This is an optimization exercise on Yosys and OpenROAD, whose aim is small area, not a production implementation. Only simulation tests tie the RTL to the original design; equivalence was not proved. In every run shown here, the design's own scripts or RTL, not TritonCTS, make the clock network. No driver is modelled on the clock port, so clock power and skew are understated where the tree is cut down; a real chip needs a root buffer or a tree. Power is estimated from default activity; no workload was simulated.

==> design/flow/design.v <==
`default_nettype none
package audio_pkg;
  localparam int unsigned CLK_HZ   = 100_000_000;
  localparam int unsigned SIL      = 100_000_000;
  localparam int unsigned MAX_TONE = 20_000;
endpackage
`default_nettype wire
`default_nettype none
module square_gen #(
  parameter int unsigned CLK_HZ = audio_pkg::CLK_HZ,
  parameter int unsigned SIL    = audio_pkg::SIL
) (
  input  logic        clk,
  input  logic        rst,
  input  logic [31:0] tone_i,
  output logic        sq_o,
  output logic        silent_o
);
  localparam int unsigned HALF = CLK_HZ / 2;
  logic [14:0] tone_q;    
  logic        act_q;     
  logic [25:0] acc_q;     
  logic        sq_q;
  logic        audible_w, change_w, wrap_w;
  logic [25:0] sum_w;
  assign audible_w = (tone_i[31:15] == 17'd0) && (tone_i[14:0] != 15'd0) &&
                     (tone_i[14:0] <= 15'(audio_pkg::MAX_TONE));
  assign change_w  = !act_q || (tone_i[14:0] != tone_q);
  logic [26:0] cy_w;
  assign cy_w[0] = 1'b0;
  for (genvar i = 0; i < 26; i++) begin : g_add
    if (i < 15) begin : g_fa
      assign sum_w[i]   = acc_q[i] ^ tone_q[i] ^ cy_w[i];
      assign cy_w[i+1]  = (acc_q[i] & tone_q[i]) | (acc_q[i] & cy_w[i]) | (tone_q[i] & cy_w[i]);
    end else begin : g_ha
      assign sum_w[i]   = acc_q[i] ^ cy_w[i];
      assign cy_w[i+1]  = acc_q[i] & cy_w[i];
    end
  end
  logic hi_top_w;
  assign hi_top_w  = sum_w[25] & sum_w[23] & sum_w[22] & sum_w[21] & sum_w[20] &
                     sum_w[19] & sum_w[17];
  assign wrap_w    = hi_top_w & (sum_w[16] | (sum_w[15] & (sum_w[14:0] > 15'd28800)));
  always_ff @(posedge clk) begin
    tone_q <= tone_i[14:0];
    acc_q  <= (change_w || wrap_w) ? {11'd0, tone_i[14:0]} : sum_w;
    sq_q   <= change_w ? 1'b0 : (sq_q ^ wrap_w);
  end
  always_ff @(posedge clk or negedge rst) begin
    if (!rst) act_q <= 1'b0;
    else      act_q <= audible_w;
  end
  assign sq_o     = sq_q;
  assign silent_o = !act_q;
endmodule
`default_nettype wire
`default_nettype none
module tone_to_dac #(
  parameter int unsigned CLK_HZ = audio_pkg::CLK_HZ,
  parameter int unsigned SIL    = audio_pkg::SIL
) (
  input  logic        clk,
  input  logic        rst,
  input  logic [31:0] toneL,
  input  logic [31:0] toneR,
  input  logic [2:0]  volume,
  input  logic        mute,
  output logic        audio_mclk,
  output logic        audio_lrck,
  output logic        audio_sck,
  output logic        audio_sdin
);
  logic [8:0] cnt_q;
  logic       nz_l_q, nz_r_q;       
  logic       pos_l_q, pos_r_q;     
  logic [2:0] vol_q;
  logic       sq_l, sil_l, sq_r, sil_r;
  logic       load_w, live_w;
  square_gen #(.CLK_HZ(CLK_HZ), .SIL(SIL)) u_sq_l (
    .clk      (clk),
    .rst      (rst),
    .tone_i   (toneL),
    .sq_o     (sq_l),
    .silent_o (sil_l)
  );
  square_gen #(.CLK_HZ(CLK_HZ), .SIL(SIL)) u_sq_r (
    .clk      (clk),
    .rst      (rst),
    .tone_i   (toneR),
    .sq_o     (sq_r),
    .silent_o (sil_r)
  );
  assign load_w = (cnt_q == 9'd511);
  assign live_w = !mute && (volume != 3'd0);
  always_ff @(posedge clk or negedge rst) begin
    if (!rst) begin
      cnt_q  <= 9'd0;
      nz_l_q <= 1'b0;
      nz_r_q <= 1'b0;
    end else begin
      cnt_q <= cnt_q + 9'd1;
      if (load_w) begin
        nz_l_q <= live_w && !sil_l;
        nz_r_q <= live_w && !sil_r;
      end
    end
  end
  always_ff @(posedge clk) begin
    if (load_w) begin
      pos_l_q <= sq_l;
      pos_r_q <= sq_r;
      vol_q   <= volume;
    end
  end
  logic [3:0] j_w, m_w;
  logic       nz_w, pos_w;
  assign j_w   = cnt_q[7:4];
  assign m_w   = (vol_q >= 3'd5) ? 4'd1 : (4'd6 - {1'b0, vol_q});
  assign nz_w  = cnt_q[8] ? nz_r_q : nz_l_q;
  assign pos_w = cnt_q[8] ? pos_r_q : pos_l_q;
  assign audio_mclk = cnt_q[1];
  assign audio_sck  = cnt_q[3];
  assign audio_lrck = cnt_q[8];
  assign audio_sdin = nz_w && (pos_w ? (j_w == m_w) : (j_w <= m_w));
endmodule
`default_nettype wire
==> design/flow/flow/run.sh <==
#!/bin/bash
# Standard layout with: the smallest buffer on the ports, no ABC pre-mapping
# before full-adder extraction, every combinational cell downsized before the
# placement repair_design, and the clock tree rebuilt after CTS as one level
# of four buf_12 (balanced, each driving a quarter of the flip-flops).
export BUFFER_PORTS_ARGS="-buffer_cell sky130_fd_sc_hd__buf_1"
export CTS_ARGS="-sink_clustering_enable -repair_clock_nets -dont_use_dummy_load -buf_list sky130_fd_sc_hd__clkbuf_8"
export SYNTH_ARGS="-noabc"
export PRE_RESIZE_TCL="$(pwd)/flow/downsize.tcl"
export POST_CTS_TCL="$(pwd)/flow/clocktree.tcl"
export CT_GROUPS=4
export CT_BUF=sky130_fd_sc_hd__buf_12
bash standard.sh > standard.log 2>&1
==> design/flow/flow/clocktree.tcl <==
# Replace the clock tree that CTS built with a single level of large clock
# buffers fed straight from the clock port: the flip-flops are split by
# position into CT_GROUPS groups of about the same size, each driven by one
# CT_BUF placed at its group's centre. All flip-flops see the same structure
# (port -> one buffer -> clock pin), so the tree stays balanced.
set ct_groups [expr {[info exists ::env(CT_GROUPS)] ? $::env(CT_GROUPS) : 2}]
set ct_buf [expr {[info exists ::env(CT_BUF)] ? $::env(CT_BUF) : "sky130_fd_sc_hd__clkbuf_16"}]
set block [ord::get_db_block]
set db [ord::get_db]
set clk_net [$block findNet clk]
set master [$db findMaster $ct_buf]

# Walk the existing tree from the clock port: collect buffers/inverters of the
# tree and the sink pins (flip-flop clock pins).
set sinks {}
set tree_insts {}
set todo [list $clk_net]
while {[llength $todo]} {
  set net [lindex $todo 0]
  set todo [lrange $todo 1 end]
  foreach it [$net getITerms] {
    if {![$it isInputSignal] && [$it getIoType] ne "INPUT"} { continue }
    set inst [$it getInst]
    set m [[$inst getMaster] getName]
    if {[regexp {__(clkbuf|buf|clkinv|inv)_} $m]} {
      lappend tree_insts $inst
      foreach ot [$inst getITerms] {
        if {[$ot isOutputSignal] && [$ot getNet] ne "NULL"} { lappend todo [$ot getNet] }
      }
    } else {
      lappend sinks $it
    }
  }
}
puts "clocktree: [llength $tree_insts] tree cells, [llength $sinks] sinks"
foreach it $sinks {
  set m [[[$it getInst] getMaster] getName]
  if {![regexp {__(s?e?df)} $m]} { error "clocktree: unexpected clock sink $m" }
}
# Remove the old tree.
set old_nets {}
foreach inst $tree_insts {
  foreach ot [$inst getITerms] {
    if {[$ot isOutputSignal] && [$ot getNet] ne "NULL"} { lappend old_nets [$ot getNet] }
  }
}
foreach it $sinks { $it disconnect }
foreach inst $tree_insts { odb::dbInst_destroy $inst }
foreach net $old_nets { if {[llength [$net getITerms]] == 0} { odb::dbNet_destroy $net } }

# Sort sinks by position and cut into groups (x then y halves).
set pts {}
foreach it $sinks {
  set inst [$it getInst]
  set loc [$inst getLocation]
  lappend pts [list [lindex $loc 0] [lindex $loc 1] $it]
}
proc ct_split {pts n} {
  if {$n <= 1} { return [list $pts] }
  set xs [lmap p $pts {lindex $p 0}]; set ys [lmap p $pts {lindex $p 1}]
  set dx [expr {[tcl::mathfunc::max {*}$xs] - [tcl::mathfunc::min {*}$xs]}]
  set dy [expr {[tcl::mathfunc::max {*}$ys] - [tcl::mathfunc::min {*}$ys]}]
  set k [expr {$dx >= $dy ? 0 : 1}]
  set s [lsort -integer -index $k $pts]
  set n1 [expr {$n / 2}]
  set cut [expr {int(round([llength $s] * double($n1) / $n))}]
  return [concat [ct_split [lrange $s 0 [expr {$cut - 1}]] $n1] [ct_split [lrange $s $cut end] [expr {$n - $n1}]]]
}
set i 0
foreach grp [ct_split $pts $ct_groups] {
  set sx 0; set sy 0
  foreach p $grp { incr sx [lindex $p 0]; incr sy [lindex $p 1] }
  set cx [expr {$sx / [llength $grp]}]; set cy [expr {$sy / [llength $grp]}]
  set buf [odb::dbInst_create $block $master "clkbuf_ct_$i"]
  set net [odb::dbNet_create $block "clknet_ct_$i"]
  $net setSigType CLOCK
  $buf setLocation $cx $cy
  $buf setPlacementStatus PLACED
  foreach mt [$buf getITerms] {
    set mn [[$mt getMTerm] getName]
    if {$mn eq "A"} { $mt connect $clk_net }
    if {$mn eq "X"} { $mt connect $net }
  }
  foreach p $grp { [lindex $p 2] connect $net }
  puts "clocktree: buffer $i drives [llength $grp] sinks at ($cx, $cy)"
  incr i
}
detailed_placement
check_placement -verbose
estimate_parasitics -placement
report_clock_skew
==> design/flow/flow/downsize.tcl <==
# Before the placement-stage repair_design: give every combinational cell its
# smallest drive strength (same function and pins); repair_design then fixes
# any slew or capacitance limit this breaks. Timing has tens of ns of slack.
set ::dont_use_list $::env(DONT_USE_CELLS)
proc ds_dont_use {name} {
  foreach pat $::dont_use_list { if {[string match $pat $name]} { return 1 } }
  return 0
}
set ::ds_best [dict create]
foreach lc [get_lib_cells *] {
  set n [get_name $lc]
  if {![regexp {^(sky130_fd_sc_hd__[a-z0-9]+)_([0-9]+)$} $n -> base sz]} { continue }
  if {[ds_dont_use $n]} { continue }
  set a [get_property $lc area]
  if {![dict exists $::ds_best $base] || $a < [lindex [dict get $::ds_best $base] 1]} {
    dict set ::ds_best $base [list $n $a]
  }
}
set ds_count 0
set ds_saved 0.0
foreach inst [get_cells *] {
  set ref [get_property $inst ref_name]
  if {![regexp {^(sky130_fd_sc_hd__[a-z0-9]+)_([0-9]+)$} $ref -> base sz]} { continue }
  # keep registers, clock cells, taps, ties and fillers as they are
  if {[regexp {^sky130_fd_sc_hd__(s?e?df|dl|clk|tap|conb|fill|decap|diode)} $ref]} { continue }
  if {![dict exists $::ds_best $base]} { continue }
  lassign [dict get $::ds_best $base] best barea
  if {$best eq $ref} { continue }
  set old [get_property [get_lib_cells $ref] area]
  if {$barea >= $old} { continue }
  replace_cell $inst [get_lib_cells $best]
  incr ds_count
  set ds_saved [expr {$ds_saved + $old - $barea}]
}
puts "downsize: replaced $ds_count cells, saved $ds_saved um2"
==> design/flow/standard.sh <==
#!/bin/bash
# synth_recipe.tcl (not shown) runs the flow's synth.tcl, then flattens the netlist and writes it again
# the make line also repeats each setting of config.mk as NAME=value (left out here)
make -C /OpenROAD-flow-scripts/flow DESIGN_CONFIG=/design/flow/config.mk WORK_HOME=/design/flow/orfs CLKGATE_MAP_FILE= SYNTH_SCRIPT=/design/flow/synth_recipe.tcl "${@:-finish}"
==> design/flow/config.mk <==
export PLATFORM = sky130hd
export DESIGN_NAME = tone_to_dac
export DESIGN_NICKNAME = tone_to_dac
export VERILOG_FILES = /design/flow/design.v
export SDC_FILE = /design/flow/constraint.sdc
export NUM_CORES = 4
export LEC_CHECK = 0
export CAP_MARGIN = 20
export CORE_MARGIN = 2
export CORE_UTILIZATION = 40
export CTS_BUF_LIST = sky130_fd_sc_hd__clkbuf_2
export SLEW_MARGIN = 20
==> design/flow/constraint.sdc <==
create_clock -name core_clock -period 90.0 [get_ports {clk}]
set_input_delay 18.0000 -clock core_clock [delete_from_list [all_inputs] [get_ports {clk}]]
set_output_delay 18.0000 -clock core_clock [all_outputs]
set_load 0.01 [all_outputs]
==> impl_metrics.ini, run 1 <==
[timing]
min_period_ns = 20.29
rsz0062_at_grt = false
slew_headroom = 0.444
finalSetupViolations = 0
hold_viol = 0
slew_violations = 0
final.setup.tns_ns = 0
skew_ns = 0.00979
fin_crit_sh = 0.225
tightest_slew_ns = 0.833
clock.fmax_mhz = 49.3
holdWs_ns = 0.493

[synth]
synth_cell_types = 34
ys_async_sr_fraction = 0.127
synth_top_cell_by_area = dfxtp_1
ys_seq_area_frac = 0.454
ys_dominant_reg_cell = dfxtp_1
ys_top_cells_by_count = dfxtp_1 (84), nor2_1 (35), xnor2_1 (34)
avgSynthCellArea_um2 = 12.0
synth_edf_count = 5
syn_nets = 524
yosys_warnings = 2
synthTopCellsByArea = dfxtp_1 (35%), fa_1 (12%), ha_1 (8.2%), dfrtp_1 (6.8%), xnor2_1 (6.3%)
syn_area_mm2 = 0.00475
synth.top_cell.area_share = 0.354
ys_ff_latch = 102
synth_cells = 395
post-synth-top-count-cell = dfxtp_1

[detailed_routing]
firstDrtPassIters = 25
wirelength_mm = 8.13
drt-vias-per-instance = 4.90
drcViolationCount = 0
wl_per_cell_um = 13.3
drt_iter0_markers = 77
ant_nets = 0
vias = 2992

[floorplanning]
io_pins = 74
dieArea_mm2 = 0.0128
die_y_um = 113
core_area_mm2 = 0.0115
placementRows = 39
initial_core_util = 0.412
fp.dieW_um = 113

[pwr]
powerDensity_mw_per_mm2 = 14.7
total_leakage_power_nw = 1.99
peakVddDrop_mv = 0.00887

[worst_setup_path]
critPathMaxStageDelay_ns = 0.56
crit_arrival_ns = 20.32
critPathBufInv = 2
crit_top_cell = buf_1
crit_path_end_kind = flip-flop
cp_max_fo = 17
critPathLaunchType = primary input
cp_slowest_cell = or4_1
worstSetupPathType = primary input to flip-flop
required_ns = 90.03
critical_path.top_delay_family = simple AND/OR/NAND/NOR gates
worstPathCellList = buf_1, xnor2_1, nand4_1, or4_1, nand2b_1, buf_1, mux2_1

[run]
max_cap_viol_count = 0

[grt]
grt_max_degree = 27
grt.total_usage = 0.139
overflow = 0
antenna_found_initial = 0
grt_pass1_wl_mm = 14.3
grt_pass1_vias = 3085

[finish]
fillers = 1119
insertedDiodeCount = 0
area_growth_pct = 8.14
regArea_mm2 = 0.00216
fin_nets = 599
multi_input_area_mm2 = 0.00233
drive_above_1_share = 0.0385

[place]
place.gp.congestion = 0.804
portBuffers = 73
hpwl_mm = 6.74

[clock_network]
clk_pin_slew_ns = 0.10
cts_num_sinks = 102
clock_latency_ns = 0.14

[worst_hold_path]
hold_class = flip-flop to flip-flop

[run_status]
outcome = no timing/DRC/antenna violations
-- layout by cell type, fill, tap and decap left out, types with 16 or more instances in the layout --
master / count
nand4_1: 19
ha_1: 31
xnor2_1: 34
mux2_1: 18
nor4_1: 16
inv_1: 28
nor2_1: 35
fa_1: 28
dfxtp_1: 84
buf_1: 75
-- metal layers --
| layer | vias up | GRT usage | part of all wire | routed length [um] |
|---|---|---|---|---|
| met5 | - | 0 | 0 | 0 |
| met4 | 0 | 0.0488 | 0.016 | 129 |
| met3 | 6 | 0.0236 | 0.032 | 263 |
| met2 | 46 | 0.231 | 0.48 | 3900 |
| met1 | 1430 | 0.184 | 0.47 | 3840 |
| li1 | 1510 | - | - | - |
-- per-stage QoR --
| step | cells | power [mW] | setup WS, ns | utilization | cell area, um2 |
|---|---|---|---|---|---|
| 2_1_floorplan | 395 | 0.0552 | 70.06 | - | 4750 |
| 3_3_place_gp | 607 | 0.0588 | 69.68 | 0.446 | 5140 |
| 3_5_place_dp | 607 | 0.0585 | 69.50 | 0.439 | 5060 |
| 5_1_grt | 611 | 0.0797 | 69.48 | 0.446 | 5140 |
| 6_report | 611 | 0.0755 | 69.71 | 0.446 | 5140 |
-- kinds of logic (layout without fill, tap and decap cells) --
| group | after synthesis | in the layout | share of synthesized area |
|---|---|---|---|
| AND/OR/NAND/NOR | 108 | 108 | 0.117 |
| AO/OA/AOI/OAI | 19 | 19 | 0.0266 |
| other | 1 | 1 | 0.000790 |
| XOR/XNOR | 41 | 41 | 0.0756 |
| buffers and inverters | 34 | 107 | 0.0387 |
| multiplexers | 31 | 31 | 0.0875 |
| adder cells (fa/ha/maj) | 59 | 59 | 0.200 |
| flip-flops | 102 | 102 | 0.454 |
-- state kept, by name (all words and copies together), names as in the netlist, 3 cells and up --
register	count
u_sq_r.acc_q	26
cnt_q	9
u_sq_r.tone_q	15
vol_q	3
u_sq_l.acc_q	26
u_sq_l.tone_q	15
-- area by class of cell --
type	count	area share
Sequential cell	102	0.420
Multi-Input combinational cell	259	0.454
Tap cell	143	0.0348
Inverter	28	0.0205
Buffer	4	0.0156
Timing Repair Buffer	75	0.0548
-- worst paths after layout --
path                             startpoint          endpoint  slack, ns  depth (start not counted)
hold / removal                  u_sq_r.sq_q           pos_r_q       0.49                          0
hold reg to reg                 u_sq_r.sq_q           pos_r_q       0.49                          0
setup / recovery                   toneL[0]   u_sq_l.acc_q[8]      69.71                          7
max in group asynchronous               rst            nz_r_q      71.69                          1
setup reg to reg           u_sq_l.tone_q[0]  u_sq_l.acc_q[14]      78.74                         31
min in group asynchronous               rst          cnt_q[5]      17.87                          1
-- power by group --
part           internal [mW]  switching (mW)
combinational        0.00455         0.00476
sequential            0.0470         0.00100
clock                0.00725          0.0110
total                 0.0588          0.0168
==> inputs of run 2 (changes only) <==
--- a/design/flow/design.v
+++ b/design/flow/design.v
@@ -92,3 +92,10 @@
   );
-  assign load_w = (cnt_q == 9'd511);
+  logic [9:0] cnt_cy_w;
+  logic [8:0] cnt_d;
+  assign cnt_cy_w[0] = 1'b1;
+  for (genvar i = 0; i < 9; i++) begin : g_cnt
+    assign cnt_d[i]      = cnt_q[i] ^ cnt_cy_w[i];
+    assign cnt_cy_w[i+1] = cnt_q[i] & cnt_cy_w[i];
+  end
+  assign load_w = cnt_cy_w[9];
   assign live_w = !mute && (volume != 3'd0);
@@ -100,3 +107,3 @@
     end else begin
-      cnt_q <= cnt_q + 9'd1;
+      cnt_q <= cnt_d;
       if (load_w) begin
@@ -114,8 +121,19 @@
   end
-  logic [3:0] j_w, m_w;
-  logic       nz_w, pos_w;
-  assign j_w   = cnt_q[7:4];
-  assign m_w   = (vol_q >= 3'd5) ? 4'd1 : (4'd6 - {1'b0, vol_q});
+  logic [15:0] amp_w, samp_w;
+  logic        nz_w, pos_w;
+  always_comb begin
+    amp_w = 16'h0000;
+    case (vol_q)
+      3'd1:    amp_w[10] = 1'b1;
+      3'd2:    amp_w[11] = 1'b1;
+      3'd3:    amp_w[12] = 1'b1;
+      3'd4:    amp_w[13] = 1'b1;
+      default: amp_w[14] = 1'b1;    
+    endcase
+  end
   assign nz_w  = cnt_q[8] ? nz_r_q : nz_l_q;
   assign pos_w = cnt_q[8] ? pos_r_q : pos_l_q;
+  for (genvar i = 0; i < 16; i++) begin : g_samp
+    assign samp_w[i] = pos_w ? amp_w[i] : (|amp_w[i:0]);
+  end
   assign audio_mclk = cnt_q[1];
@@ -123,3 +141,3 @@
   assign audio_lrck = cnt_q[8];
-  assign audio_sdin = nz_w && (pos_w ? (j_w == m_w) : (j_w <= m_w));
+  assign audio_sdin = nz_w && samp_w[~cnt_q[7:4]];
 endmodule
==> run 2 against run 1 <==
Effect of this change: die area decreased by 2.3%; critical path type unchanged; power increased by 0.63%; global-route usage increased by 0.61 points; sequential power about the same; clock power increased by 2%; clock skew decreased by 0.0014 ns; setup slack got worse by 0.053 ns; register-to-register slack improved by 0.14 ns; sequential cell count unchanged.
==> impl_metrics.ini, run 2 <==
[worst_hold_path]
hold_class = flip-flop to flip-flop

[synth]
ys_dominant_reg_cell = dfxtp_1
syn_nets = 503
ys_top_cells_by_count = dfxtp_1 (84), nor2_1 (32), xnor2_1 (32)
ys_seq_area_frac = 0.465
synthTopCellsByArea = dfxtp_1 (36%), fa_1 (12%), ha_1 (8.1%), dfrtp_1 (7.0%), xnor2_1 (6.0%)
avgSynthCellArea_um2 = 12.4
post-synth-top-count-cell = dfxtp_1
synth_edf_count = 5
synth_cell_types = 33
synth_top_cell_by_area = dfxtp_1
syn_area_mm2 = 0.00464
yosys_warnings = 2
synth.top_cell.area_share = 0.363
ys_async_sr_fraction = 0.127
synth_cells = 375
ys_ff_latch = 102

[detailed_routing]
drcViolationCount = 0
ant_nets = 0
wirelength_mm = 8.53
drt_iter0_markers = 80
firstDrtPassIters = 5
vias = 2878
wl_per_cell_um = 14.4
drt-vias-per-instance = 4.87

[timing]
tightest_slew_ns = 1.02
skew_ns = 0.00842
slew_headroom = 0.322
fin_ws_ns = 69.65
holdWs_ns = 0.432
clock.fmax_mhz = 49.1
min_period_ns = 20.35
final.setup.tns_ns = 0
rsz0062_at_grt = false
fin_crit_sh = 0.226
finalSetupViolations = 0
slew_violations = 0
hold_viol = 0

[finish]
final_common_cell = dfxtp_1
drive_above_1_share = 0.0402
insertedDiodeCount = 0
fin_nets = 578
final_cell_mix = dfxtp_1 (84), buf_1 (75), xnor2_1 (32), nor2_1 (32), ha_1 (30)
reg.largest.list = u_sq_l.acc_q (26), u_sq_r.acc_q (26)
area_growth_pct = 8.47

[pwr]
peakVddDrop_mv = 0.00885
clkPwrFrac = 0.244
p_comb_frac = 0.125
total_leakage_power_nw = 1.96
p_switching_mw = 0.0172
p_sw_frac = 0.226
powerDensity_mw_per_mm2 = 15.1
p_int_mw = 0.0588
p_seq_frac = 0.631

[clock_network]
cts_num_sinks = 102
clock_latency_ns = 0.14
clk_pin_slew_ns = 0.10

[grt]
grt_pass1_wl_mm = 14.6
grt_pass1_vias = 3006
overflow = 0
antenna_found_initial = 0
grt.total_usage = 0.145
grt_max_degree = 27

[floorplanning]
dieArea_mm2 = 0.0125
io_pins = 74
fp.dieW_um = 112
core_area_mm2 = 0.0114
die_y_um = 112
initial_core_util = 0.408
placementRows = 39

[place]
place.gp.congestion = 0.747
dp_slack_ns = 69.43
portBuffers = 73
hpwl_mm = 7.02

[worst_setup_path]
crit_arrival_ns = 20.37
cp_max_fo = 17
required_ns = 90.03
worstSetupPathType = primary input to flip-flop
critPathLaunchType = primary input
crit_path_end_kind = flip-flop

[run_status]
outcome = no timing/DRC/antenna violations

[run]
max_cap_viol_count = 0
-- run 2: changes by cell type after synthesis, sizes merged, moves of 3 or more --
cell	delta
inv	-3
nand3	-6
nand4	-3
nor2	-3
xor2	-5
-- run 2: cell families (layout without fill, tap and decap cells) --
family          Yosys count  after routing  synth area share
compound gates           18             18            0.0264
flops                   102            102             0.465
buf+inv                  31            104            0.0359
mux                      33             33            0.0939
fa+ha+maj                58             58             0.202
simple gates             99             99             0.113
xor+xnor                 34             34            0.0642
-- run 2: worst max-delay path, cell delays in order --
cell      delay [ns]
buf_1           0.20
xnor2_1         0.18
nand4_1         0.13
or4_1           0.59
nand2b_1        0.30
buf_1           0.49
mux2_1          0.46
-- run 2: final cells by class --
cell class | instances | area, um2
fill | 1121 | 6340
tap | 143 | 179
sequential | 102 | 2160
multi-input combinational | 242 | 2240
timing repair buffer | 75 | 282
buffer | 4 | 80.1
inverter | 25 | 93.8
-- run 2: metrics by stage --
step	area (um2)	utilization	power [mW]	std cells
6_report	5030	0.443	0.0760	591
5_1_grt	5030	0.443	0.0796	591
3_5_place_dp	4950	0.435	0.0586	587
3_3_place_gp	5030	0.443	0.0589	587
2_1_floorplan	4640	-	0.0551	375
-- run 2: worst paths after layout --
kind,startpoint,endpoint,slack (ns),cells past startpoint
max in group asynchronous,rst,cnt_q[4],71.69,1
min in group asynchronous,rst,u_sq_l.act_q,17.87,1
max reg2reg,u_sq_r.tone_q[0],u_sq_r.acc_q[0],78.88,31
min,cnt_q[0],cnt_q[0],0.43,1
min reg2reg,cnt_q[0],cnt_q[0],0.43,1
max,toneR[10],u_sq_r.acc_q[3],69.65,7
-- run 2: layer usage --
layer / GRT usage / vias to the layer above / part of all wire
met5: 0 / - / 0
met4: 0.0296 / 0 / 0.0091
met3: 0.0338 / 5 / 0.043
met2: 0.239 / 46 / 0.47
met1: 0.196 / 1383 / 0.48
li1: - / 1444 / -
-- run 2: power groups by stage --
stage,registers (mW),logic (mW),clock network [mW]
after floorplan,0.0488,0.00627,0
after global placement,0.0490,0.00987,0
final,0.0480,0.00950,0.0186
after global routing,0.0482,0.0110,0.0204
after detailed placement,0.0491,0.00958,0
==> inputs of run 3 (changes only) <==
==> design/flow/flow/run.sh (replaced) <==
#!/bin/bash
# Standard layout with: the smallest buffer on the ports, no ABC pre-mapping
# before full-adder extraction, an area-oriented ABC script for the final
# mapping, every combinational cell downsized before the placement
# repair_design, and the clock tree rebuilt after CTS as one level of four
# buf_12 (balanced, each driving a quarter of the flip-flops).
export BUFFER_PORTS_ARGS="-buffer_cell sky130_fd_sc_hd__buf_1"
export CTS_ARGS="-sink_clustering_enable -repair_clock_nets -dont_use_dummy_load -buf_list sky130_fd_sc_hd__clkbuf_8"
export SYNTH_ARGS="-noabc"
export FLOW_ABC_SCRIPT="$(pwd)/flow/abc_area.script"
export PRE_RESIZE_TCL="$(pwd)/flow/downsize.tcl"
export POST_CTS_TCL="$(pwd)/flow/clocktree.tcl"
export CT_GROUPS=4
export CT_BUF=sky130_fd_sc_hd__buf_12
bash standard.sh SYNTH_SCRIPT="$(pwd)/flow/synth.tcl" finish > standard.log 2>&1
==> design/flow/flow/abc_area.script (new file) <==
strash
&get -n
&st
&dch -f
&nf -a -R 1000
&put
topo
==> design/flow/flow/synth.tcl (new file) <==
# The standard synthesis script, with ABC's final mapping run with an
# area-oriented script (flow/abc_area.script) in place of ORFS's speed script.
proc synth {args} { yosys synth -nofsm -noshare {*}$args }
proc abc {args} {
  set i [lsearch -exact $args -script]
  if {$i >= 0} { lset args [expr {$i + 1}] $::env(FLOW_ABC_SCRIPT) }
  yosys abc {*}$args
}
source $::env(SCRIPTS_DIR)/synth.tcl
# left out here: clear keep_hierarchy, flatten, clean up, hide names made inside functions, write 1_2_yosys.v
==> run 3 against run 2 <==
Effect of this change: largest power group unchanged; cell count up 2.0%; design area down 0.67%; register-to-register slack worse by 0.17 ns; clock power about the same; highest routed layer unchanged.
==> impl_metrics.ini, run 3 <==
[finish]
fin_nets = 593
layoutNonFillerInstCount = 603
insertedDiodeCount = 0
fillers = 1026
final_common_cell = dfxtp_1
final_cell_mix = dfxtp_1 (84), buf_1 (75), clkinv_1 (42)
drive_above_1_share = 0.00864
final_util = 0.461
reg.largest.list = u_sq_l.acc_q (26), u_sq_r.acc_q (26)
area_growth_pct = 12.0

[worst_setup_path]
worstSetupPathType = primary input to flip-flop
cp_max_fo = 16
rrSetupSlack_ns = 78.71
crit_arrival_ns = 20.33
worstPathCellList = buf_1, clkinv_1, a22o_1, a221oi_1, nand4_1, nor2_1, nand4_1, nand2b_1, buf_1, mux2_1
required_ns = 90.03
crit_path_end_kind = flip-flop
critPathLaunchType = primary input
critPathMaxStageDelay_ns = 0.45
cp_slowest_cell = nand2b_1

[place]
portBuffers = 73
hpwl_mm = 6.92
dp_slack_ns = 69.52
dp_cells = 599
place.gp.congestion = 0.830

[grt]
grt_pass1_wl_mm = 14.0
grt_max_degree = 27
overflow = 0
antenna_found_initial = 0
grt.total_usage = 0.150
grt_pass1_vias = 3011

[timing]
slew_headroom = 0.463
finalSetupViolations = 0
holdWs_ns = 0.454
skew_ns = 0.0119
tightest_slew_ns = 0.805
fin_ws_ns = 69.70
fin_crit_sh = 0.226
rsz0062_at_grt = false
clock.fmax_mhz = 49.3
slew_violations = 0
final.setup.tns_ns = 0
hold_viol = 0
min_period_ns = 20.30

[synth]
synth_edf_count = 5
avgSynthCellArea_um2 = 11.6
synth_cells = 384
synth.top_cell.area_share = 0.377
ys_seq_area_frac = 0.484
synthTopCellsByArea = dfxtp_1 (38%), fa_1 (13%), ha_1 (8.4%), dfrtp_1 (7.3%), mux2_1 (5.8%)
ys_async_sr_fraction = 0.127
syn_area_mm2 = 0.00446
ys_dominant_reg_cell = dfxtp_1
ys_top_cells_by_count = dfxtp_1 (84), clkinv_1 (42), nor2_1 (40)
syn_nets = 512
synth_top_cell_by_area = dfxtp_1
yosys_warnings = 2
post-synth-top-count-cell = dfxtp_1
synth_cell_types = 36
ys_ff_latch = 102

[run_status]
outcome = no timing/DRC/antenna violations

[run]
max_cap_viol_count = 0

[detailed_routing]
drt-vias-per-instance = 4.99
drcViolationCount = 0
firstDrtPassIters = 4
wirelength_mm = 8.45
vias = 3008
drt_iter0_markers = 160
wl_per_cell_um = 14.0
ant_nets = 0

[worst_hold_path]
hold_class = flip-flop to flip-flop

[pwr]
powerDensity_mw_per_mm2 = 15.1
peakVddDrop_mv = 0.00842
total_leakage_power_nw = 1.90

[floorplanning]
dieArea_mm2 = 0.0120
core_area_mm2 = 0.0108
placementRows = 38
die_y_um = 110
io_pins = 74
initial_core_util = 0.411
fp.dieW_um = 110

[clock_network]
clk_pin_slew_ns = 0.10
cts_num_sinks = 102
clock_latency_ns = 0.14
## run 3: cells by family after synthesis
group | count (synthesis) | synth area share
flops | 102 | 0.484
buf+inv | 42 | 0.0353
xor+xnor | 16 | 0.0314
compound gates | 48 | 0.0712
mux | 26 | 0.0648
simple gates | 92 | 0.104
fa+ha+maj | 58 | 0.210
## run 3: per-layer routing
layer | wire length [um] | GRT usage | share of wire
met1 | 3960 | 0.209 | 0.47
met2 | 4070 | 0.245 | 0.48
met3 | 343 | 0.0273 | 0.041
met4 | 76 | 0.0298 | 0.0090
met5 | 0 | 0 | 0
## run 3: worst paths after layout
kind / endpoint / from / depth (start not counted)
setup reg to reg: u_sq_l.acc_q[0] / u_sq_l.tone_q[0] / 31
max in group asynchronous: cnt_q[2] / rst / 1
hold / removal: cnt_q[0] / cnt_q[0] / 1
min in group asynchronous: u_sq_l.act_q / rst / 1
setup / recovery: u_sq_r.acc_q[5] / toneR[7] / 10
hold reg to reg: cnt_q[0] / cnt_q[0] / 1
## run 3: layout make-up
type	instances	area [um2]	share of cell area
inverters	42	158	0.0315
repair buffers	75	282	0.0563
plain buffers	4	80.1	0.0160
well taps	140	175	0.0351
multi-input cells	240	2150	0.429
flip-flops and latches	102	2160	0.432
## run 3: critical path, delay by kind of cell
family                 cells  cell delay, ns
and+or+nand+nor            4            0.80
muxes                      1            0.42
AOI/OAI and AO/OA          2            0.41
buffers and inverters      3            0.70
## run 3: metrics by stage
stage                     total power [mW]  instance area (um2)
final                               0.0756                 5000
after global routing                0.0792                 5000
after floorplan                     0.0542                 4460
after global placement              0.0579                 4920
after detailed placement            0.0582                 4920
## run 3: report_power, final
group	switching [mW]	internal [mW]	total, mW
clock network	0.0112	0.00725	0.0184
registers	0.000973	0.0470	0.0480
logic	0.00500	0.00423	0.00924
total	0.0171	0.0585	0.0756
==> inputs of run 4 (changes only) <==
--- a/design/flow/flow/run.sh
+++ b/design/flow/flow/run.sh
@@ -3,3 +3,4 @@
 # before full-adder extraction, an area-oriented ABC script for the final
-# mapping, every combinational cell downsized before the placement
+# mapping, inverters folded into NOR2/NAND2 gates and every combinational
+# cell downsized before the placement
 # repair_design, and the clock tree rebuilt after CTS as one level of four
@@ -10,3 +11,3 @@
 export FLOW_ABC_SCRIPT="$(pwd)/flow/abc_area.script"
-export PRE_RESIZE_TCL="$(pwd)/flow/downsize.tcl"
+export PRE_RESIZE_TCL="$(pwd)/flow/pre_resize.tcl"
 export POST_CTS_TCL="$(pwd)/flow/clocktree.tcl"
==> design/flow/flow/peephole.tcl (new file) <==
# Fold an inverter that feeds only one input of a 2-input NOR or NAND into
# that gate: nor2(~x, y) -> nor2b(A=y, B_N=x), nand2(~x, y) -> nand2b(A_N=x, B=y).
# Saves 1.25 um2 per pair; the logic is unchanged.
proc pp_pin {inst name} {
  foreach it [$inst getITerms] { if {[[$it getMTerm] getName] eq $name} { return $it } }
  return ""
}
set pp_block [ord::get_db_block]
set pp_db [ord::get_db]
set pp_nor2b [$pp_db findMaster sky130_fd_sc_hd__nor2b_1]
set pp_nand2b [$pp_db findMaster sky130_fd_sc_hd__nand2b_1]
set pp_count 0
foreach inv [$pp_block getInsts] {
  set m [[$inv getMaster] getName]
  if {![regexp {^sky130_fd_sc_hd__(clk)?inv_[0-9]+$} $m]} { continue }
  set a [pp_pin $inv A]; set y [pp_pin $inv Y]
  set xn [$a getNet]; set yn [$y getNet]
  if {$xn eq "NULL" || $yn eq "NULL"} { continue }
  if {[llength [$yn getBTerms]] != 0} { continue }
  set loads {}
  foreach it [$yn getITerms] { if {[$it getInst] ne $inv} { lappend loads $it } }
  if {[llength $loads] != 1} { continue }
  set lt [lindex $loads 0]
  set g [$lt getInst]
  set gm [[$g getMaster] getName]
  if {[regexp {^sky130_fd_sc_hd__nor2_[0-9]+$} $gm]} { set nm $pp_nor2b; set kind nor } \
  elseif {[regexp {^sky130_fd_sc_hd__nand2_[0-9]+$} $gm]} { set nm $pp_nand2b; set kind nand } \
  else { continue }
  set pin [[$lt getMTerm] getName]
  set other [expr {$pin eq "A" ? "B" : "A"}]
  set on [[pp_pin $g $other] getNet]
  set gy [[pp_pin $g Y] getNet]
  if {$on eq "NULL" || $gy eq "NULL" || $on eq $yn} { continue }
  set loc [$g getLocation]
  set name "[$g getName]_pp"
  set new [odb::dbInst_create $pp_block $nm $name]
  $new setLocation [lindex $loc 0] [lindex $loc 1]
  $new setPlacementStatus [$g getPlacementStatus]
  foreach it [$g getITerms] { $it disconnect }
  foreach it [$inv getITerms] { $it disconnect }
  odb::dbInst_destroy $g
  odb::dbInst_destroy $inv
  odb::dbNet_destroy $yn
  if {$kind eq "nor"} {
    [pp_pin $new A] connect $on; [pp_pin $new B_N] connect $xn
  } else {
    [pp_pin $new B] connect $on; [pp_pin $new A_N] connect $xn
  }
  [pp_pin $new Y] connect $gy
  incr pp_count
}
puts "peephole: folded $pp_count inverters"
==> design/flow/flow/pre_resize.tcl (new file) <==
# Before the placement-stage repair_design: fold inverters into NOR2/NAND2
# gates, then downsize every combinational cell.
source [file join [file dirname [info script]] peephole.tcl]
source [file join [file dirname [info script]] downsize.tcl]
==> run 4 against run 3 <==
Effect of this change: clock power hardly changed; sequential share of layout area is 0.20 points higher; worst hold slack better by 0.0031 ns; synthesized area stayed put.
==> impl_metrics.ini, run 4 <==
[timing]
holdWs_ns = 0.457
slew_violations = 0
slew_headroom = 0.485
rsz0062_at_grt = false
finalSetupViolations = 0
final.setup.tns_ns = 0
clock.fmax_mhz = 49.2
fin_ws_ns = 69.69
min_period_ns = 20.31
tightest_slew_ns = 0.773
skew_ns = 0.0108
fin_crit_sh = 0.226
hold_viol = 0

[pwr]
peakVddDrop_mv = 0.00959
total_power_mw = 0.0755
powerDensity_mw_per_mm2 = 15.2
total_leakage_power_nw = 1.90

[floorplanning]
io_pins = 74
core_area_mm2 = 0.0108
fp.dieW_um = 110
dieArea_mm2 = 0.0120
die_y_um = 110
initial_core_util = 0.411
placementRows = 38

[synth]
synth_cell_types = 36
syn_area_mm2 = 0.00446
avgSynthCellArea_um2 = 11.6
yosys_warnings = 2
ys_dominant_reg_cell = dfxtp_1
synthTopCellsByArea = dfxtp_1 (38%), fa_1 (13%), ha_1 (8.4%), dfrtp_1 (7.3%), mux2_1 (5.8%)
synth_edf_count = 5
ys_seq_area_frac = 0.484
ys_ff_latch = 102
synth_cells = 384
syn_nets = 512
synth_top_cell_by_area = dfxtp_1
ys_async_sr_fraction = 0.127
post-synth-top-count-cell = dfxtp_1
synth.top_cell.area_share = 0.377
ys_top_cells_by_count = dfxtp_1 (84), clkinv_1 (42), nor2_1 (40)

[finish]
insertedDiodeCount = 0
final_common_cell = dfxtp_1
multi_input_area_mm2 = 0.00219
final_cell_mix = dfxtp_1 (84), buf_1 (75), ha_1 (30)
fin_nets = 575
regArea_mm2 = 0.00216
reg.largest.list = u_sq_l.acc_q (26), u_sq_r.acc_q (26)
fillers = 1024
drive_above_1_share = 0.00899
area_growth_pct = 11.5
final_area_mm2 = 0.00497

[detailed_routing]
wl_per_cell_um = 14.4
wirelength_mm = 8.40
firstDrtPassIters = 4
ant_nets = 0
drcViolationCount = 0
drt_iter0_markers = 121
drt-vias-per-instance = 5.09
vias = 2976

[run_status]
outcome = no timing/DRC/antenna violations

[clock_network]
cts_num_sinks = 102
clock_latency_ns = 0.14
clk_pin_slew_ns = 0.09

[grt]
grt_pass1_vias = 2970
overflow = 0
grt.total_usage = 0.149
antenna_found_initial = 0
grt_pass1_wl_mm = 14.0
grt_max_degree = 27

[worst_hold_path]
hold_class = flip-flop to flip-flop

[place]
placed_cell_area_mm2 = 0.00489
hpwl_mm = 6.93
place.gp.congestion = 0.830
portBuffers = 73
dp_slack_ns = 69.51

[worst_setup_path]
crit_path_end_kind = flip-flop
crit_arrival_ns = 20.33
critPathLaunchType = primary input
worstSetupPathType = primary input to flip-flop
required_ns = 90.02
cp_max_fo = 16

[run]
max_cap_viol_count = 0
[run 4: cell counts after synthesis]
No cell type changed its count.
[run 4: area by class of cell]
type,count,area share
Tap cell,140,0.0352
Sequential cell,102,0.434
Multi-Input combinational cell,240,0.440
Timing Repair Buffer,75,0.0566
Inverter,24,0.0181
Buffer,4,0.0161
[run 4: worst max-delay path, stage by stage]
cell and delay (ns):
buf_1 0.12, clkinv_1 0.12, a22o_1 0.20, a221oi_1 0.20, nand4_1 0.12, nor2_1 0.11
nand4_1 0.12, nand2b_1 0.45, buf_1 0.46, mux2_1 0.42
[run 4: power by group]
part / total (mW) / internal (mW) / switching (mW)
sequential: 0.0480 / 0.0470 / 0.000972
clock: 0.0184 / 0.00725 / 0.0112
combinational: 0.00912 / 0.00420 / 0.00492
[run 4: kinds of logic after synthesis]
group           share of synthesized area
xor+xnor                           0.0314
compound gates                     0.0712
simple gates                        0.104
buf+inv                            0.0353
flops                               0.484
fa+ha+maj                           0.210
mux                                0.0648
[run 4: stage by stage]
step / util / instances
2_1_floorplan: - / 384
3_3_place_gp: 0.454 / 599
3_5_place_dp: 0.452 / 581
5_1_grt: 0.459 / 585
6_report: 0.459 / 585
[run 4: final timing paths]
kind                                   from  cells after the start  slack, ns               to
max reg2reg                u_sq_l.tone_q[0]                     31      78.74  u_sq_l.acc_q[0]
min                                cnt_q[0]                      1       0.46         cnt_q[0]
min reg2reg                        cnt_q[0]                      1       0.46         cnt_q[0]
max                                toneR[7]                     10      69.69  u_sq_r.acc_q[1]
min in group asynchronous               rst                      1      17.89         cnt_q[8]
max in group asynchronous               rst                      1      71.66         cnt_q[4]
[run 4: metal layers]
metal  GRT usage  routed length, um  vias up
met5           0                  0        -
met4      0.0344                 75        0
met3      0.0273                293        4
met2       0.248               4060       57
met1       0.203               3980     1439
li1            -                  -     1476
==> inputs of run 5 (changes only) <==
==> design/flow/flow/abc_area.script (replaced) <==
strash
&get -n
&st
&if -K 6 -a
&st
&dch -f -x
&nf -a -R 1000
&put
topo
==> run 5 against run 4 <==
Effect of this change: sequential cell count is the same; worst hold slack improved by 0.010 ns; first-iteration DRC count shrank 49%.
==> impl_metrics.ini, run 5 <==
[run_status]
outcome = no timing/DRC/antenna violations

[timing]
hold_viol = 0
finalSetupViolations = 0
rsz0062_at_grt = false
slew_headroom = 0.432
clock.fmax_mhz = 48.3
fin_ws_ns = 69.32
fin_crit_sh = 0.230
min_period_ns = 20.68
tightest_slew_ns = 0.848
final.setup.tns_ns = 0
slew_violations = 0
skew_ns = 0.00735

[grt]
grt_max_degree = 27
grt.total_usage = 0.148
overflow = 0
grt_pass1_vias = 2960
antenna_found_initial = 0
grt_pass1_wl_mm = 13.9

[place]
portBuffers = 73
dp_slack_ns = 69.05
hpwl_mm = 6.25
place.gp.congestion = 0.732

[finish]
final_cell_mix = dfxtp_1 (84), buf_1 (75), mux2_1 (30), ha_1 (30), fa_1 (28)
area_growth_pct = 12.2
drive_above_1_share = 0.00948
fin_nets = 552
final_common_cell = dfxtp_1
insertedDiodeCount = 0
regArea_mm2 = 0.00216
multi_input_area_mm2 = 0.00225
reg.largest.list = u_sq_l.acc_q (26), u_sq_r.acc_q (26)
fillers = 993

[synth]
synthAdderAreaFrac = 0.212
ys_seq_area_frac = 0.489
synth_top_cell_by_area = dfxtp_1
syn_area_mm2 = 0.00441
synth_top_family_by_area = adder cells
ys_dominant_reg_cell = dfxtp_1
syn_nets = 471
synth_cell_types = 31
synth_cells = 343
synthMuxAreaShare = 0.0812
synth_edf_count = 5
synth_simple_gate_area_frac = 0.124
synth_xor_area_frac = 0.0675
synth_compound_area_frac = 0.0250
avgSynthCellArea_um2 = 12.9
ys_ff_latch = 102
post-synth-top-count-cell = dfxtp_1
synthTopCellsByArea = dfxtp_1 (38%), fa_1 (13%), ha_1 (8.5%), mux2_1 (7.7%), dfrtp_1 (7.4%)
ys_top_cells_by_count = dfxtp_1 (84), ha_1 (30), mux2_1 (30)
synth.top_cell.area_share = 0.381
ys_async_sr_fraction = 0.127
yosys_warnings = 2

[floorplanning]
core_area_mm2 = 0.0108
dieArea_mm2 = 0.0119
placementRows = 38
initial_core_util = 0.409
fp.dieW_um = 109
die_y_um = 109
io_pins = 74

[worst_setup_path]
worstSetupPathType = primary input to flip-flop
worstPathCellList = buf_1, xnor2_1, nand4_1, nor4_1, nand4_1, nor2_1, buf_1, mux2_1
cp_max_fo = 18
crit_arrival_ns = 20.71
rrSetupSlack_ns = 78.81
critPathMaxStageDelay_ns = 0.70
crit_path_end_kind = flip-flop
cp_slowest_cell = buf_1
critPathBufInv = 2
critical_path.top_delay_family = simple AND/OR/NAND/NOR gates
critPathLaunchType = primary input
required_ns = 90.03

[detailed_routing]
vias = 2783
wl_per_cell_um = 13.9
drcViolationCount = 0
drt_iter0_markers = 62
wirelength_mm = 7.81
drt-vias-per-instance = 4.95
firstDrtPassIters = 4
ant_nets = 0

[pwr]
total_power_mw = 0.0756
p_int_mw = 0.0584
powerDensity_mw_per_mm2 = 15.3
total_leakage_power_nw = 1.92
clkPwrFrac = 0.249
p_switching_mw = 0.0171
peakVddDrop_mv = 0.00934
p_sw_frac = 0.227
p_seq_frac = 0.634
p_comb_frac = 0.117

[clock_network]
clk_pin_slew_ns = 0.10
clock_latency_ns = 0.14
cts_num_sinks = 102

[worst_hold_path]
hold_class = flip-flop to flip-flop

[run]
max_cap_viol_count = 0
-- run 5: changes by cell type after synthesis, sizes merged, moves of 6 or more --
cell | previous run | this run
clkinv | 42 | 1
nor2 | 40 | 16
o22ai | 7 | 1
and2 | 0 | 20
xor2 | 9 | 22
mux2 | 23 | 30
-- run 5: cell type report --
class                           count  area share
Multi-Input combinational cell    240       0.455
Sequential cell                   102       0.436
Timing Repair Buffer               75      0.0569
Tap cell                          140      0.0354
Buffer                              4      0.0162
Inverter                            1    0.000759
-- run 5: kinds of logic (layout without fill, tap and decap cells) --
logic type | count (synthesis) | count (layout)
simple gates | 97 | 97
compound gates | 19 | 19
fa+ha+maj | 58 | 58
mux | 32 | 32
xor+xnor | 34 | 34
flops | 102 | 102
buf+inv | 1 | 80
-- run 5: worst paths after layout --
check,startpoint,end,cells after the start
max,toneL[10],u_sq_l.acc_q[12],8
max in group asynchronous,rst,u_sq_l.act_q,1
min in group asynchronous,rst,u_sq_r.act_q,1
min,cnt_q[0],cnt_q[0],1
min reg2reg,cnt_q[0],cnt_q[0],1
max reg2reg,u_sq_r.tone_q[0],u_sq_r.acc_q[12],30
-- run 5: worst reg2reg max path, delay by kind of cell (launching register included) --
family	cells	cell delay [ns]
adder cells (fa/ha/maj)	25	8.77
AND/OR/NAND/NOR	2	0.79
buffers and inverters	1	0.61
multiplexers	1	0.39
flip-flops	1	0.33
XOR/XNOR	1	0.20
-- run 5: metal layers --
layer / GRT usage / part of all wire
met4: 0.0330 / 0.0097
met1: 0.206 / 0.50
met5: 0 / 0
met2: 0.241 / 0.46
met3: 0.0269 / 0.029
-- run 5: metrics by stage --
| stage | cell area, um2 | util | cells | hold slack, ns |
|---|---|---|---|---|
| after floorplan | 4410 | - | 343 | 0.425 |
| after global placement | 4870 | 0.452 | 558 | 0.440 |
| after detailed placement | 4870 | 0.451 | 558 | 0.456 |
| after global routing | 4950 | 0.458 | 562 | 0.501 |
| final | 4950 | 0.458 | 562 | 0.467 |
-- run 5: power by group through the flow --
stage               logic (mW)  clock network (mW)  registers (mW)
floorplan              0.00532                   0          0.0488
global placement       0.00867                   0          0.0490
detailed placement     0.00893                   0          0.0490
global route            0.0103              0.0207          0.0481
finish                 0.00883              0.0188          0.0479
==> inputs of run 6 (changes only) <==
==> design/flow/flow/abc_area.script (replaced) <==
strash
&get -n
&st
&jf -K 6
&st
&dch -f -x
&nf -a -R 1000
&put
topo
==> run 6 against run 5 <==
Effect of this change: critical path type unchanged; fmax grew 3.2%; critical endpoint is now u_sq_l.acc_q[5]; setup slack improved by 0.64 ns; critical path depth did not move; design area about the same; sequential cell count unchanged; via count up 0.25%.
==> impl_metrics.ini, run 6 <==
[synth]
syn_nets = 468
ys_seq_area_frac = 0.490
syn_area_mm2 = 0.00440
post-synth-top-count-cell = dfxtp_1
ys_dominant_reg_cell = dfxtp_1
ys_ff_latch = 102
yosys_warnings = 2
synth_top_cell_by_area = dfxtp_1
synth_cells = 340
ys_top_cells_by_count = dfxtp_1 (84), ha_1 (30), mux2_1 (30)
synthTopCellsByArea = dfxtp_1 (38%), fa_1 (13%), ha_1 (8.5%), mux2_1 (7.7%), dfrtp_1 (7.4%)
synth.top_cell.area_share = 0.382
synth_cell_types = 29
avgSynthCellArea_um2 = 12.9
ys_async_sr_fraction = 0.127
synth_edf_count = 5

[finish]
final_common_cell = dfxtp_1
final_area_mm2 = 0.00494
final_util = 0.458
fin_nets = 549
drive_above_1_share = 0.0143
final_cell_mix = dfxtp_1 (84), buf_1 (73), mux2_1 (30), ha_1 (30), fa_1 (28)
reg.largest.list = u_sq_l.acc_q (26), u_sq_r.acc_q (26)
insertedDiodeCount = 0
area_growth_pct = 12.2
layoutNonFillerInstCount = 559

[worst_setup_path]
worstPathCellList = buf_1, xnor2_1, nand4_1, nor4_1, nand4_1, nor2_1, clkbuf_2, mux2_1
reg2reg_to = u_sq_r.acc_q[6]
r2r-start = u_sq_r.tone_q[0]
critPathMaxStageDelay_ns = 0.47
worstRegToRegCells = 30
crit_arrival_ns = 20.08
crit_top_cell = nand4_1
critPathLaunchType = primary input
cp_max_fo = 22
required_ns = 90.03
cp_slowest_cell = clkbuf_2
crit_path_end_kind = flip-flop
rrSetupSlack_ns = 79.18
worstSetupPathType = primary input to flip-flop

[timing]
clock.fmax_mhz = 49.9
slew_headroom = 0.489
hold_viol = 0
finalSetupViolations = 0
skew_ns = 0.0114
fin_crit_sh = 0.223
final.setup.tns_ns = 0
rsz0062_at_grt = false
tightest_slew_ns = 0.766
holdWs_ns = 0.456
fin_ws_ns = 69.95
slew_violations = 0
min_period_ns = 20.05

[place]
portBuffers = 73
dp_cells = 555
dp_slack_ns = 69.34
placed_cell_area_mm2 = 0.00486
place.gp.congestion = 0.768
hpwl_mm = 6.39

[floorplanning]
die_y_um = 109
io_pins = 74
initial_core_util = 0.408
placementRows = 38
core_area_mm2 = 0.0108
dieArea_mm2 = 0.0119
fp.dieW_um = 109

[detailed_routing]
drt_iter0_markers = 78
firstDrtPassIters = 4
ant_nets = 0
drt-vias-per-instance = 4.99
vias = 2790
wirelength_mm = 7.89
drcViolationCount = 0
wl_per_cell_um = 14.1

[run]
max_cap_viol_count = 0

[worst_hold_path]
hold_class = flip-flop to flip-flop
hp-start = cnt_q[0]
whs_path_depth = 1
min_to = cnt_q[0]

[pwr]
powerDensity_mw_per_mm2 = 15.3
total_leakage_power_nw = 1.93
total_power_mw = 0.0755
peakVddDrop_mv = 0.00842

[grt]
grt_pass1_vias = 2875
grt_pass1_wl_mm = 13.3
grt_max_degree = 27
antenna_found_initial = 0
grt.total_usage = 0.145
overflow = 0

[clock_network]
clk_pin_slew_ns = 0.10
cts_num_sinks = 102
clock_latency_ns = 0.14

[run_status]
outcome = no timing/DRC/antenna violations
-- run 6: cells by family (layout without fill, tap and decap cells) --
group	after synthesis	after routing	synth area share
simple gates	94	94	0.121
fa+ha+maj	58	58	0.213
xor+xnor	34	34	0.0676
flops	102	102	0.490
mux	33	33	0.0835
compound gates	18	18	0.0244
buf+inv	1	80	0.000852
-- run 6: worst max-delay path by stage --
stage,from,end,slack (ns)
6_report,toneL[11],u_sq_l.acc_q[5],69.95
2_1_floorplan,toneL[14],u_sq_l.acc_q[10],70.02
5_1_grt,toneL[9],u_sq_l.acc_q[2],69.69
3_5_place_dp,toneL[11],u_sq_l.acc_q[5],69.34
3_3_place_gp,toneL[9],u_sq_l.acc_q[9],69.91
-- run 6: area by class of cell --
| type | instances | area (um2) |
|---|---|---|
| buffer | 4 | 80.1 |
| timing repair buffer | 75 | 284 |
| inverter | 1 | 3.75 |
| tap | 140 | 175 |
| fill | 1007 | 5850 |
| sequential | 102 | 2160 |
| multi-input combinational | 237 | 2240 |
-- run 6: report_power, final --
group / total, mW / internal [mW] / leakage (nW) / switching [mW]
Combinational: 0.00905 / 0.00429 / 0.998 / 0.00476
Clock: 0.0185 / 0.00724 / 0.0376 / 0.0113
Sequential: 0.0480 / 0.0470 / 0.897 / 0.000977
-- run 6: metal layers --
layer,vias up,wire length [um],GRT usage
met5,-,0,0
met3,10,342,0.0293
met1,1328,3780,0.197
met2,74,3640,0.236
li1,1378,-,-
met4,0,129,0.0385
-- run 6: worst max-delay path: cells and delay by family --
family | cells | cell delay, ns
multiplexers | 1 | 0.38
XOR/XNOR | 1 | 0.15
AND/OR/NAND/NOR | 4 | 0.89
buffers and inverters | 2 | 0.67
==> inputs of run 7 (changes only) <==
--- a/design/flow/design.v
+++ b/design/flow/design.v
@@ -72,3 +72,4 @@
 );
-  logic [8:0] cnt_q;
+  logic [8:2] cnt_q;                
+  logic [1:0] gray_q;               
   logic       nz_l_q, nz_r_q;       
@@ -92,6 +93,6 @@
   );
-  logic [9:0] cnt_cy_w;
-  logic [8:0] cnt_d;
-  assign cnt_cy_w[0] = 1'b1;
-  for (genvar i = 0; i < 9; i++) begin : g_cnt
+  logic [9:2] cnt_cy_w;
+  logic [8:2] cnt_d;
+  assign cnt_cy_w[2] = gray_q[1] & ~gray_q[0];
+  for (genvar i = 2; i < 9; i++) begin : g_cnt
     assign cnt_d[i]      = cnt_q[i] ^ cnt_cy_w[i];
@@ -103,3 +104,4 @@
     if (!rst) begin
-      cnt_q  <= 9'd0;
+      cnt_q  <= 7'd0;
+      gray_q <= 2'd0;
       nz_l_q <= 1'b0;
@@ -107,3 +109,4 @@
     end else begin
-      cnt_q <= cnt_d;
+      cnt_q  <= cnt_d;
+      gray_q <= {gray_q[0], ~gray_q[1]};
       if (load_w) begin
@@ -138,3 +141,3 @@
   end
-  assign audio_mclk = cnt_q[1];
+  assign audio_mclk = gray_q[1];
   assign audio_sck  = cnt_q[3];
==> run 7 against run 6 <==
Effect of this change: still clean on timing, DRC and antenna; synthesized cell count is 0.59% higher; die area about the same; power shrank 0.24%; register-to-register slack worse by 0.42 ns; sequential share of layout area increased by 0.055 points; clock power barely moved; sequential power barely moved; global-route usage up 0.062 points; critical path type unchanged.
==> impl_metrics.ini, run 7 <==
[synth]
ys_ff_latch = 102
syn_area_mm2 = 0.00440
synth.top_cell.area_share = 0.382
post-synth-top-count-cell = dfxtp_1
synth_cells = 342
syn_nets = 469
synth_cell_types = 30
synth_top_cell_by_area = dfxtp_1
ys_dominant_reg_cell = dfxtp_1
ys_seq_area_frac = 0.490
avgSynthCellArea_um2 = 12.9
yosys_warnings = 2
synthTopCellsByArea = dfxtp_1 (38%), fa_1 (13%), ha_1 (8.2%), mux2_1 (7.7%), dfrtp_1 (7.4%)
ys_async_sr_fraction = 0.127
ys_top_cells_by_count = dfxtp_1 (84), mux2_1 (30), ha_1 (29)
synth_edf_count = 5

[pwr]
powerDensity_mw_per_mm2 = 15.3
total_leakage_power_nw = 1.91
peakVddDrop_mv = 0.00823
total_power_mw = 0.0753

[detailed_routing]
drt_iter0_markers = 89
ant_nets = 0
wl_per_cell_um = 14.0
vias = 2777
wirelength_mm = 7.84
drt-vias-per-instance = 4.95
drcViolationCount = 0
firstDrtPassIters = 4

[timing]
slew_violations = 0
tightest_slew_ns = 0.881
slew_headroom = 0.410
finalSetupViolations = 0
holdWs_ns = 0.383
fin_crit_sh = 0.229
skew_ns = 0.00761
rsz0062_at_grt = false
fin_ws_ns = 69.37
clock.fmax_mhz = 48.5
hold_viol = 0
final.setup.tns_ns = 0
min_period_ns = 20.63

[clock_network]
clock_latency_ns = 0.14
cts_num_sinks = 102
clk_pin_slew_ns = 0.10

[worst_setup_path]
crit_arrival_ns = 20.66
crit_path_end_kind = flip-flop
cp_slowest_cell = buf_1
critical_path.top_delay_family = simple AND/OR/NAND/NOR gates
crit_top_cell = buf_1
worstPathCellList = buf_1, xor2_1, nor4_1, nand4_1, nor2_1, buf_1, mux2_1
critPathLaunchType = primary input
critPathBufInv = 2
critPathMaxStageDelay_ns = 0.67
worstSetupPathType = primary input to flip-flop
required_ns = 90.03
cp_max_fo = 15

[finish]
fin_nets = 550
final_common_cell = dfxtp_1
regArea_mm2 = 0.00216
insertedDiodeCount = 0
multi_input_area_mm2 = 0.00224
reg.largest.list = u_sq_l.acc_q (26), u_sq_r.acc_q (26)
final_util = 0.457
final_cell_mix = dfxtp_1 (84), buf_1 (75), mux2_1 (30)
area_growth_pct = 12.2
drive_above_1_share = 0.00950
fillers = 994

[floorplanning]
io_pins = 74
placementRows = 38
die_y_um = 109
fp.dieW_um = 109
core_area_mm2 = 0.0108
initial_core_util = 0.408
dieArea_mm2 = 0.0119

[grt]
antenna_found_initial = 0
overflow = 0
grt_max_degree = 27
grt.total_usage = 0.145
grt_pass1_wl_mm = 13.6
grt_pass1_vias = 2918

[run_status]
outcome = no timing/DRC/antenna violations

[place]
place.gp.congestion = 0.774
hpwl_mm = 6.29
portBuffers = 73
dp_slack_ns = 69.15

[run]
max_cap_viol_count = 0

[worst_hold_path]
hold_class = flip-flop to flip-flop
## run 7: report_power, final
part           internal [mW]  total (mW)  switching (mW)
combinational        0.00426     0.00896         0.00470
sequential            0.0470      0.0480        0.000987
clock                0.00724      0.0184          0.0112
total                 0.0585      0.0753          0.0168
## run 7: logic make-up after synthesis
family / Yosys count / synth area share
fa+ha+maj: 57 / 0.210
simple gates: 99 / 0.125
buf+inv: 1 / 0.000852
xor+xnor: 34 / 0.0677
flops: 102 / 0.490
mux: 33 / 0.0836
compound gates: 16 / 0.0230
## run 7: area by class of cell
class / count / share of cell area
multi-input combinational: 239 / 0.453
tap: 140 / 0.0355
buffer: 4 / 0.0162
inverter: 1 / 0.000760
timing repair buffer: 75 / 0.0570
sequential: 102 / 0.437
## run 7: worst register-to-register path, delay by kind of cell (launching register included)
kind                       cells  cell delay, ns
adders and majority gates     25            8.69
and+or+nand+nor                2            0.83
buffers and inverters          1            0.62
muxes                          1            0.39
DFF                            1            0.34
xor gates and xnor gates       1            0.23
## run 7: worst paths after layout
check                      slack (ns)        startpoint               to  cells past startpoint
min                              0.38         gray_q[0]        gray_q[1]                      0
min reg2reg                      0.38         gray_q[0]        gray_q[1]                      0
min in group asynchronous       17.91               rst         cnt_q[3]                      1
max in group asynchronous       71.60               rst     u_sq_l.act_q                      1
max                             69.37          toneL[4]  u_sq_l.acc_q[7]                      7
max reg2reg                     78.76  u_sq_r.tone_q[0]  u_sq_r.acc_q[0]                     30
## run 7: stage by stage
step | instances | area, um2
3_5_place_dp | 557 | 4860
5_1_grt | 561 | 4940
2_1_floorplan | 342 | 4400
3_3_place_gp | 557 | 4860
6_report | 561 | 4940
## run 7: layer usage
layer	vias to the layer above	GRT usage	routed length, um
li1	1380	-	-
met1	1332	0.194	3780
met2	58	0.244	3680
met3	7	0.0269	290
met4	0	0.0348	84
met5	-	0	0
==> inputs of run 8 (changes only) <==
==> design/flow/flow/abc_area.script (replaced) <==
strash
&get -n
&st
&if -K 6 -a
&st
&dch -x
&nf -a -R 2000
&put
topo
==> run 8 against run 7 <==
Effect of this change: clock power about the same; first-iteration DRC count up 27%; synthesized area down 0.48%; worst hold slack better by 0.0071 ns; die area down 0.47%; sequential power about the same; synthesized cell count down 0.88%; sequential share of layout area up 0.12 points; largest cell class unchanged.
==> impl_metrics.ini, run 8 <==
[detailed_routing]
wl_per_cell_um = 14.2
vias = 2756
wirelength_mm = 7.93
drt-vias-per-instance = 4.93
drt_iter0_markers = 113
firstDrtPassIters = 4
drcViolationCount = 0
ant_nets = 0

[timing]
slew_headroom = 0.371
min_period_ns = 20.67
hold_viol = 0
fin_crit_sh = 0.230
tightest_slew_ns = 0.944
slew_violations = 0
final.setup.tns_ns = 0
rsz0062_at_grt = false
finalSetupViolations = 0
skew_ns = 0.0103
clock.fmax_mhz = 48.4

[worst_setup_path]
reg2reg_to = u_sq_l.acc_q[13]
r2r-start = u_sq_l.tone_q[0]
critPathLaunchType = primary input
worstPathCellList = buf_1, xnor2_1, nand4_1, nor4_1, nand4_1, nor2_1, buf_1, mux2_1
worstSetupPathType = primary input to flip-flop
critPathMaxStageDelay_ns = 0.76
worstRegToRegCells = 30
rrSetupSlack_ns = 79.00
required_ns = 90.03
crit_arrival_ns = 20.70
cp_slowest_cell = buf_1
cp_max_fo = 20
crit_path_end_kind = flip-flop

[run_status]
outcome = no timing/DRC/antenna violations

[pwr]
p_comb_frac = 0.118
p_seq_frac = 0.637
p_switching_mw = 0.0168
powerDensity_mw_per_mm2 = 15.3
peakVddDrop_mv = 0.00890
total_leakage_power_nw = 1.89
p_int_mw = 0.0585
total_power_mw = 0.0753
clkPwrFrac = 0.245
p_sw_frac = 0.223

[synth]
synth_edf_count = 5
syn_area_mm2 = 0.00438
ys_ff_latch = 102
post-synth-top-count-cell = dfxtp_1
synthTopCellsByArea = dfxtp_1 (38%), fa_1 (13%), ha_1 (8.3%), mux2_1 (7.7%), dfrtp_1 (7.4%)
synth_cell_types = 31
synth.top_cell.area_share = 0.384
yosys_warnings = 2
ys_top_cells_by_count = dfxtp_1 (84), mux2_1 (30), ha_1 (29)
ys_dominant_reg_cell = dfxtp_1
synth_cells = 339
ys_seq_area_frac = 0.493
synth_top_cell_by_area = dfxtp_1
ys_async_sr_fraction = 0.127
avgSynthCellArea_um2 = 12.9
syn_nets = 466

[place]
portBuffers = 73
hpwl_mm = 6.42
place.gp.congestion = 0.781

[grt]
grt_max_degree = 27
antenna_found_initial = 0
grt_pass1_vias = 2825
grt.total_usage = 0.147
grt_pass1_wl_mm = 13.5
overflow = 0

[floorplanning]
fp.dieW_um = 109
placementRows = 38
core_area_mm2 = 0.0107
die_y_um = 109
dieArea_mm2 = 0.0118
io_pins = 74
initial_core_util = 0.407

[finish]
area_growth_pct = 12.4
fin_nets = 548
reg.largest.list = u_sq_l.acc_q (26), u_sq_r.acc_q (26)
drive_above_1_share = 0.0119
insertedDiodeCount = 0
final_cell_mix = dfxtp_1 (84), buf_1 (75), mux2_1 (30)
final_common_cell = dfxtp_1

[clock_network]
cts_num_sinks = 102
clock_latency_ns = 0.14
clk_pin_slew_ns = 0.10

[worst_hold_path]
hold_class = flip-flop to flip-flop
whs_path_depth = 0
min_to = gray_q[1]
hp-start = gray_q[0]

[run]
max_cap_viol_count = 0
-- run 8: changes by cell type in the layout (fill, tap and decap cells not counted), sizes merged, moves of 2 or more --
| cell | change |
|---|---|
| o41ai | +2 |
| clkinv | +2 |
| o21ai | +2 |
| o31ai | -2 |
| or2 | -2 |
| nor4 | -2 |
| a211oi | +2 |
| mux2i | -2 |
| xnor2 | +8 |
| xor2 | -8 |
| nor3 | -4 |
-- run 8: critical path, delay by kind of cell --
family	cells	cell delay (ns)
XOR/XNOR	1	0.15
buffers and inverters	2	0.96
AND/OR/NAND/NOR	4	1.19
multiplexers	1	0.38
-- run 8: worst max path at each step --
stage	from	endpoint	cells after the start
5_1_grt	toneL[10]	u_sq_l.acc_q[7]	8
6_report	toneL[10]	u_sq_l.acc_q[13]	8
3_5_place_dp	toneL[10]	u_sq_l.acc_q[11]	8
3_3_place_gp	toneR[8]	u_sq_r.acc_q[12]	8
2_1_floorplan	toneL[12]	u_sq_l.acc_q[10]	5
-- run 8: routing by layer --
metal,up-vias,track usage,share of wire
li1,1372,-,-
met1,1327,0.192,0.48
met2,48,0.243,0.46
met3,9,0.0389,0.046
met4,0,0.0403,0.013
met5,-,0,0
-- run 8: through the flow --
stage               cells  hold slack, ns   util  area [um2]  setup WS (ns)
floorplan             339           0.355      -        4380          70.02
global placement      554           0.367  0.451        4840          69.48
finish                559           0.391  0.458        4920          69.33
detailed placement    554           0.375  0.450        4830          69.11
global route          559           0.411  0.458        4920          69.08
-- run 8: cell type report --
type,instances,area [um2]
Timing Repair Buffer,76,289
Buffer,4,80.1
Sequential cell,102,2160
Inverter,3,11.3
Tap cell,140,175
Fill cell,1012,5820
Multi-Input combinational cell,234,2210
-- run 8: power by group through the flow --
stage          Sequential (mW)  Clock [mW]  Combinational (mW)
3_3_place_gp            0.0490           0             0.00885
6_report                0.0480      0.0184             0.00892
2_1_floorplan           0.0488           0             0.00535
5_1_grt                 0.0482      0.0203              0.0104
3_5_place_dp            0.0490           0             0.00901
-- run 8: kinds of logic (layout without fill, tap and decap cells) --
group / after synthesis / in the layout / share of synthesized area
buffers and inverters: 3 / 83 / 0.00257
DFF: 102 / 102 / 0.493
AOI/OAI and AO/OA: 19 / 19 / 0.0292
and+or+nand+nor: 93 / 93 / 0.117
adders and majority gates: 57 / 57 / 0.211
muxes: 31 / 31 / 0.0795
xor gates and xnor gates: 34 / 34 / 0.0680

port drivers added, routing unchanged:
Ports are ideal in the flow. The routed layouts listed here were re-timed in OpenROAD.
Step 1 (the two cells are an assumption about what drives the block):
set clk [get_ports {clk}]
set_driving_cell -lib_cell sky130_fd_sc_hd__clkbuf_16 $clk
set_driving_cell -lib_cell sky130_fd_sc_hd__buf_2 [delete_from_list [all_inputs] $clk]
Step 2 also shifts input and output timing later by t, the mid clock arrival at the registers, as if the neighbouring blocks saw the same clock.
Slacks: ideal / step 1 / step 2; pairs: ideal / step 1.
| run | t, ns | slack for setup (ns) | hold WS [ns] | worst data-port slew with drivers (ns) | cell pins on the clock port's net |
|---|---|---|---|---|---|
| run 1 | 0.220 | 69.707 / 69.626 / 69.553 | 0.493 / 0.493 / 0.493 | 0.04 | 4 |
| run 2 | 0.220 | 69.654 / 69.717 / 69.497 | 0.432 / 0.432 / 0.432 | 0.05 | 4 |
| run 3 | 0.218 | 69.696 / 69.754 / 69.536 | 0.454 / 0.454 / 0.454 | 0.03 | 4 |
| run 4 | 0.218 | 69.690 / 69.752 / 69.534 | 0.457 / 0.457 / 0.457 | 0.04 | 4 |
| run 5 | 0.218 | 69.315 / 69.374 / 69.156 | 0.467 / 0.467 / 0.467 | 0.05 | 4 |
| run 6 | 0.214 | 69.952 / 70.012 / 69.797 | 0.456 / 0.456 / 0.456 | 0.04 | 4 |
| run 7 | 0.218 | 69.365 / 69.431 / 69.213 | 0.383 / 0.383 / 0.383 | 0.03 | 4 |
| run 8 | 0.218 | 69.328 / 69.393 / 69.175 | 0.391 / 0.391 / 0.391 | 0.06 | 4 |
After both steps setup and hold are still met in every run listed. The setup slack of run 3, which loses most, moves by +0.058 ns with the drivers and by -0.160 ns with both steps.
